Source: an optimization exercise on an open RTL-to-GDS flow (aim: small area and a short achievable clock period). Production flows keep margins and buffers that such runs may drop. The RTL was checked by simulation tests, not by an equivalence proof against the original design. Power is estimated from default activity; no workload was simulated.

==> flow/design.v (excerpt) <==
module vecDatapath (
	input  logic        clk,
	input  logic        rstN,
	input  logic        hold,
	input  logic [95:0] fifoRdData,
	input  logic        fifoDataValid,
	output logic        fifoRead,
	output logic        wbValid,
	output logic [4:0]  wbAddr,
	output logic [63:0] wbData
);
==> module vecExecUnit, before the edit <==
module vecExecUnit (
	input  logic [1:0]  fuSel,
	input  logic        subtract,
	input  logic        sat,
	input  logic [63:0] opA,
	input  logic [63:0] opB,
	output logic [63:0] result,
	output logic        isMul,
	output logic [63:0] mulVec,
	output logic [63:0] otherVec
);
	localparam int laneCount = 4;
	localparam int laneWidth = 16;
	localparam logic [1:0] fuAlu   = 2'd0;
	localparam logic [1:0] fuMul   = 2'd1;
	localparam logic [1:0] fuRelu  = 2'd2;
	localparam logic [1:0] fuBcast = 2'd3;
	for (genvar g = 0; g < laneCount; g++) begin : gLane
		vecMul16 mul (
			.a (opA[g*laneWidth +: laneWidth]),
			.b (opB[g*laneWidth +: laneWidth]),
			.p (mulVec[g*laneWidth +: laneWidth])
		);
	end
	logic [laneWidth:0] sumWide [laneCount];
	logic [laneWidth:0] aExt;
	logic [laneWidth:0] bExt;
	logic [laneWidth-1:0] aluLane;
	logic [laneWidth-1:0] otherLane;
	assign isMul  = (fuSel == fuMul);
	assign result = isMul ? mulVec : otherVec;
	always_comb begin
		for (int i = 0; i < laneCount; i++) begin
			aExt = {opA[i*laneWidth+laneWidth-1], opA[i*laneWidth +: laneWidth]};
			bExt = {opB[i*laneWidth+laneWidth-1], opB[i*laneWidth +: laneWidth]};
			if (subtract) begin
				sumWide[i] = aExt - bExt;
			end else begin
				sumWide[i] = aExt + bExt;
			end
			if (sat && (sumWide[i][laneWidth] != sumWide[i][laneWidth-1])) begin
				aluLane = sumWide[i][laneWidth] ? {1'b1, {(laneWidth-1){1'b0}}}
				                                : {1'b0, {(laneWidth-1){1'b1}}};
			end else begin
				aluLane = sumWide[i][laneWidth-1:0];
			end
			case (fuSel)
				fuAlu:   otherLane = aluLane;
				fuRelu:  otherLane = opA[i*laneWidth+laneWidth-1] ? '0 : opA[i*laneWidth +: laneWidth];
				default: otherLane = opB[0 +: laneWidth];
			endcase
			otherVec[i*laneWidth +: laneWidth] = otherLane;
		end
	end
endmodule
==> module vecDatapath, before the edit <==
module vecDatapath (
	input  logic        clk,
	input  logic        rstN,
	input  logic        hold,
	input  logic [95:0] fifoRdData,
	input  logic        fifoDataValid,
	output logic        fifoRead,
	output logic        wbValid,
	output logic [4:0]  wbAddr,
	output logic [63:0] wbData
);
	localparam int laneWidth = 16;
	localparam logic [1:0] fuBcast = 2'd3;
	logic        consume;
	logic        ifIdValid;
	logic [95:0] ifIdEntry;
	logic [31:0] ifIdInstr;
	logic [9:0]  idCtrl;
	logic        idWrite;
	logic        idBcast;
	logic [4:0]  fifoSrc1;
	logic [4:0]  fifoSrc2;
	logic [3:0]  ifIdLoA;
	logic [7:0]  ifIdHiA;
	logic [3:0]  ifIdLoB;
	logic [7:0]  ifIdHiB;
	logic        ifIdFwdA;
	logic        ifIdFwdB;
	logic        ifIdWtA;
	logic        ifIdWtB;
	logic [63:0] rdDataA;
	logic [63:0] rdDataB;
	logic        fwdA;
	logic        fwdB;
	logic [63:0] opANext;
	logic [63:0] opBNext;
	logic        idExWrite;
	logic [4:0]  idExCtrl;
	logic [4:0]  idExDst;
	logic [63:0] idExOpA;
	logic [63:0] idExOpB;
	logic        exWbWrite;
	logic [4:0]  exWbDst;
	logic [63:0] exWbResult;
	logic [63:0] exResult;
	logic        exIsMul;
	logic [63:0] exMul;
	logic [63:0] exOther;
	assign fifoRead = ~hold;
	assign consume  = fifoRead & fifoDataValid;
	always_ff @(posedge clk or negedge rstN) begin
		if (!rstN) begin
			ifIdValid <= 1'b0;
		end else if (!hold) begin
			ifIdValid <= consume;
		end
	end
	assign fifoSrc1 = fifoRdData[23:19];
	assign fifoSrc2 = fifoRdData[18:14];
	always_ff @(posedge clk) begin
		if (consume) begin
			ifIdEntry <= fifoRdData;
			ifIdLoA   <= 4'b1 << fifoSrc1[1:0];
			ifIdHiA   <= 8'b1 << fifoSrc1[4:2];
			ifIdLoB   <= 4'b1 << fifoSrc2[1:0];
			ifIdHiB   <= 8'b1 << fifoSrc2[4:2];
			ifIdFwdA  <= idWrite && (idCtrl[4:0] == fifoSrc1);
			ifIdFwdB  <= idWrite && (idCtrl[4:0] == fifoSrc2);
			ifIdWtA   <= idExWrite && (idExDst == fifoSrc1);
			ifIdWtB   <= idExWrite && (idExDst == fifoSrc2);
		end
	end
	assign ifIdInstr = ifIdEntry[31:0];
	vecDecoder decoder (
		.instr (ifIdInstr),
		.ctrl  (idCtrl)
	);
	assign idWrite = ifIdValid & idCtrl[9];
	assign idBcast = (idCtrl[8:7] == fuBcast);
	vecRegFile regFile (
		.clk     (clk),
		.rstN    (rstN),
		.rdLoA   (ifIdLoA),
		.rdHiA   (ifIdHiA),
		.rdWtA   (ifIdWtA),
		.rdLoB   (ifIdLoB),
		.rdHiB   (ifIdHiB),
		.rdWtB   (ifIdWtB),
		.rdDataA (rdDataA),
		.rdDataB (rdDataB),
		.wrEn    (exWbWrite),
		.wrAddr  (exWbDst),
		.wrData  (exWbResult)
	);
	assign fwdA = ifIdFwdA;
	assign fwdB = ifIdFwdB && !idBcast;
	assign opANext = (fwdA && exIsMul) ? exMul :
	                 fwdA ? exOther : rdDataA;
	assign opBNext = (fwdB && exIsMul) ? exMul :
	                 fwdB ? exOther :
	                 idBcast ? {48'b0, ifIdEntry[32 +: laneWidth]} : rdDataB;
	always_ff @(posedge clk or negedge rstN) begin
		if (!rstN) begin
			idExWrite <= 1'b0;
		end else if (!hold) begin
			idExWrite <= idWrite;
		end
	end
	always_ff @(posedge clk) begin
		if (!hold) begin
			idExCtrl <= idCtrl[9:5];
			idExDst  <= idCtrl[4:0];
			idExOpA  <= opANext;
			idExOpB  <= opBNext;
		end
	end
	vecExecUnit execUnit (
		.fuSel    (idExCtrl[3:2]),
		.subtract (idExCtrl[1]),
		.sat      (idExCtrl[0]),
		.opA      (idExOpA),
		.opB      (idExOpB),
		.result   (exResult),
		.isMul    (exIsMul),
		.mulVec   (exMul),
		.otherVec (exOther)
	);
	always_ff @(posedge clk or negedge rstN) begin
		if (!rstN) begin
			exWbWrite <= 1'b0;
		end else if (!hold) begin
			exWbWrite <= idExWrite;
		end
	end
	always_ff @(posedge clk) begin
		if (!hold) begin
			exWbDst    <= idExDst;
			exWbResult <= exResult;
		end
	end
	assign wbValid = exWbWrite & ~hold;
	assign wbAddr  = exWbDst;
	assign wbData  = exWbResult;
endmodule
Settings: LEC_CHECK=0, CAP_MARGIN=30, CORE_MARGIN=2, CORE_UTILIZATION=30, CTS_BUF_LIST=sky130_fd_sc_hd__clkbuf_8, PLACE_DENSITY=0.45, SETUP_SLACK_MARGIN=4.5, SLEW_MARGIN=50, TNS_END_PERCENT=5; clock period 8.5 ns.
run.sh (not shown) runs the stock make flow with config.mk's settings and CLKGATE_MAP_FILE= SYNTH_SCRIPT=/design/flow/synth_recipe.tcl, a recipe that flattens the netlist after the stock synthesis.
The baseline completed without violations.
Edit:
--- a/flow/design.v
+++ b/flow/design.v
@@ -111,9 +111,11 @@
 	input  logic [63:0] opA,
 	input  logic [63:0] opB,
 	output logic [63:0] result,
+	output logic        isAlu,
 	output logic        isMul,
+	output logic [63:0] aluVec,
 	output logic [63:0] mulVec,
-	output logic [63:0] otherVec
+	output logic [63:0] earlyVec
 );
 	localparam int laneCount = 4;
 	localparam int laneWidth = 16;
@@ -132,9 +134,10 @@
 	logic [laneWidth:0] aExt;
 	logic [laneWidth:0] bExt;
 	logic [laneWidth-1:0] aluLane;
-	logic [laneWidth-1:0] otherLane;
+	assign isAlu  = (fuSel == fuAlu);
 	assign isMul  = (fuSel == fuMul);
-	assign result = isMul ? mulVec : otherVec;
+	assign result = ({64{isAlu}} & aluVec) | ({64{isMul}} & mulVec) |
+	                ({64{!isAlu && !isMul}} & earlyVec);
 	always_comb begin
 		for (int i = 0; i < laneCount; i++) begin
 			aExt = {opA[i*laneWidth+laneWidth-1], opA[i*laneWidth +: laneWidth]};
@@ -150,12 +153,10 @@
 			end else begin
 				aluLane = sumWide[i][laneWidth-1:0];
 			end
-			case (fuSel)
-				fuAlu:   otherLane = aluLane;
-				fuRelu:  otherLane = opA[i*laneWidth+laneWidth-1] ? '0 : opA[i*laneWidth +: laneWidth];
-				default: otherLane = opB[0 +: laneWidth];
-			endcase
-			otherVec[i*laneWidth +: laneWidth] = otherLane;
+			aluVec[i*laneWidth +: laneWidth] = aluLane;
+			earlyVec[i*laneWidth +: laneWidth] = (fuSel == fuRelu) ?
+				(opA[i*laneWidth+laneWidth-1] ? '0 : opA[i*laneWidth +: laneWidth]) :
+				opB[0 +: laneWidth];
 		end
 	end
 endmodule
@@ -766,9 +767,12 @@
 	logic [4:0]  exWbDst;
 	logic [63:0] exWbResult;
 	logic [63:0] exResult;
+	logic        exIsAlu;
 	logic        exIsMul;
+	logic [63:0] exAlu;
 	logic [63:0] exMul;
-	logic [63:0] exOther;
+	logic [63:0] exEarly;
+	logic [63:0] rdOrBcastB;
 	assign fifoRead = ~hold;
 	assign consume  = fifoRead & fifoDataValid;
 	always_ff @(posedge clk or negedge rstN) begin
@@ -817,11 +821,15 @@
 	);
 	assign fwdA = ifIdFwdA;
 	assign fwdB = ifIdFwdB && !idBcast;
-	assign opANext = (fwdA && exIsMul) ? exMul :
-	                 fwdA ? exOther : rdDataA;
-	assign opBNext = (fwdB && exIsMul) ? exMul :
-	                 fwdB ? exOther :
-	                 idBcast ? {48'b0, ifIdEntry[32 +: laneWidth]} : rdDataB;
+	assign rdOrBcastB = idBcast ? {48'b0, ifIdEntry[32 +: laneWidth]} : rdDataB;
+	assign opANext = ({64{fwdA && exIsAlu}} & exAlu) |
+	                 ({64{fwdA && exIsMul}} & exMul) |
+	                 ({64{fwdA && !exIsAlu && !exIsMul}} & exEarly) |
+	                 ({64{!fwdA}} & rdDataA);
+	assign opBNext = ({64{fwdB && exIsAlu}} & exAlu) |
+	                 ({64{fwdB && exIsMul}} & exMul) |
+	                 ({64{fwdB && !exIsAlu && !exIsMul}} & exEarly) |
+	                 ({64{!fwdB}} & rdOrBcastB);
 	always_ff @(posedge clk or negedge rstN) begin
 		if (!rstN) begin
 			idExWrite <= 1'b0;
@@ -844,9 +852,11 @@
 		.opA      (idExOpA),
 		.opB      (idExOpB),
 		.result   (exResult),
+		.isAlu    (exIsAlu),
 		.isMul    (exIsMul),
+		.aluVec   (exAlu),
 		.mulVec   (exMul),
-		.otherVec (exOther)
+		.earlyVec (exEarly)
 	);
 	always_ff @(posedge clk or negedge rstN) begin
 		if (!rstN) begin
Worst setup slack gets worse by 180 ps.
First-iteration DRC count rises by 5.7%.
Total power fell by 2.4%.
Wire length is higher by 1.1%.
Final area fell by 0.68%.
Sequential power hardly moves.
Hold slack gains 82 ps.

-- separate check: timing with driven ports --
How much do the figures lean on ideal ports? The routed layouts below were timed once more, with nothing changed but the port constraints.
Step 1 sets driving cells, clkbuf_16 on the clock port and buf_2 on the other inputs (assumed; they add their load-dependent delay and slew).
Step 2 times the ports against the registers' clock, not the clock port: input delays grow and output delays shrink by t, the midpoint of the rising clock arrivals with the driver on.
Slacks: ideal / step 1 / step 2; pairs: ideal / step 1.
run | t (ns) | slack for setup (ns) | hold WS [ns] | clock arrival spread, ns
the first run | 1.109 | 3.826 / 3.826 / 3.826 | 0.426 / 0.426 / 0.426 | 0.117 / 0.117
the second run | 1.151 | 3.641 / 3.641 / 3.641 | 0.508 / 0.508 / 0.508 | 0.074 / 0.074
After both steps setup and hold are still met in every run listed.
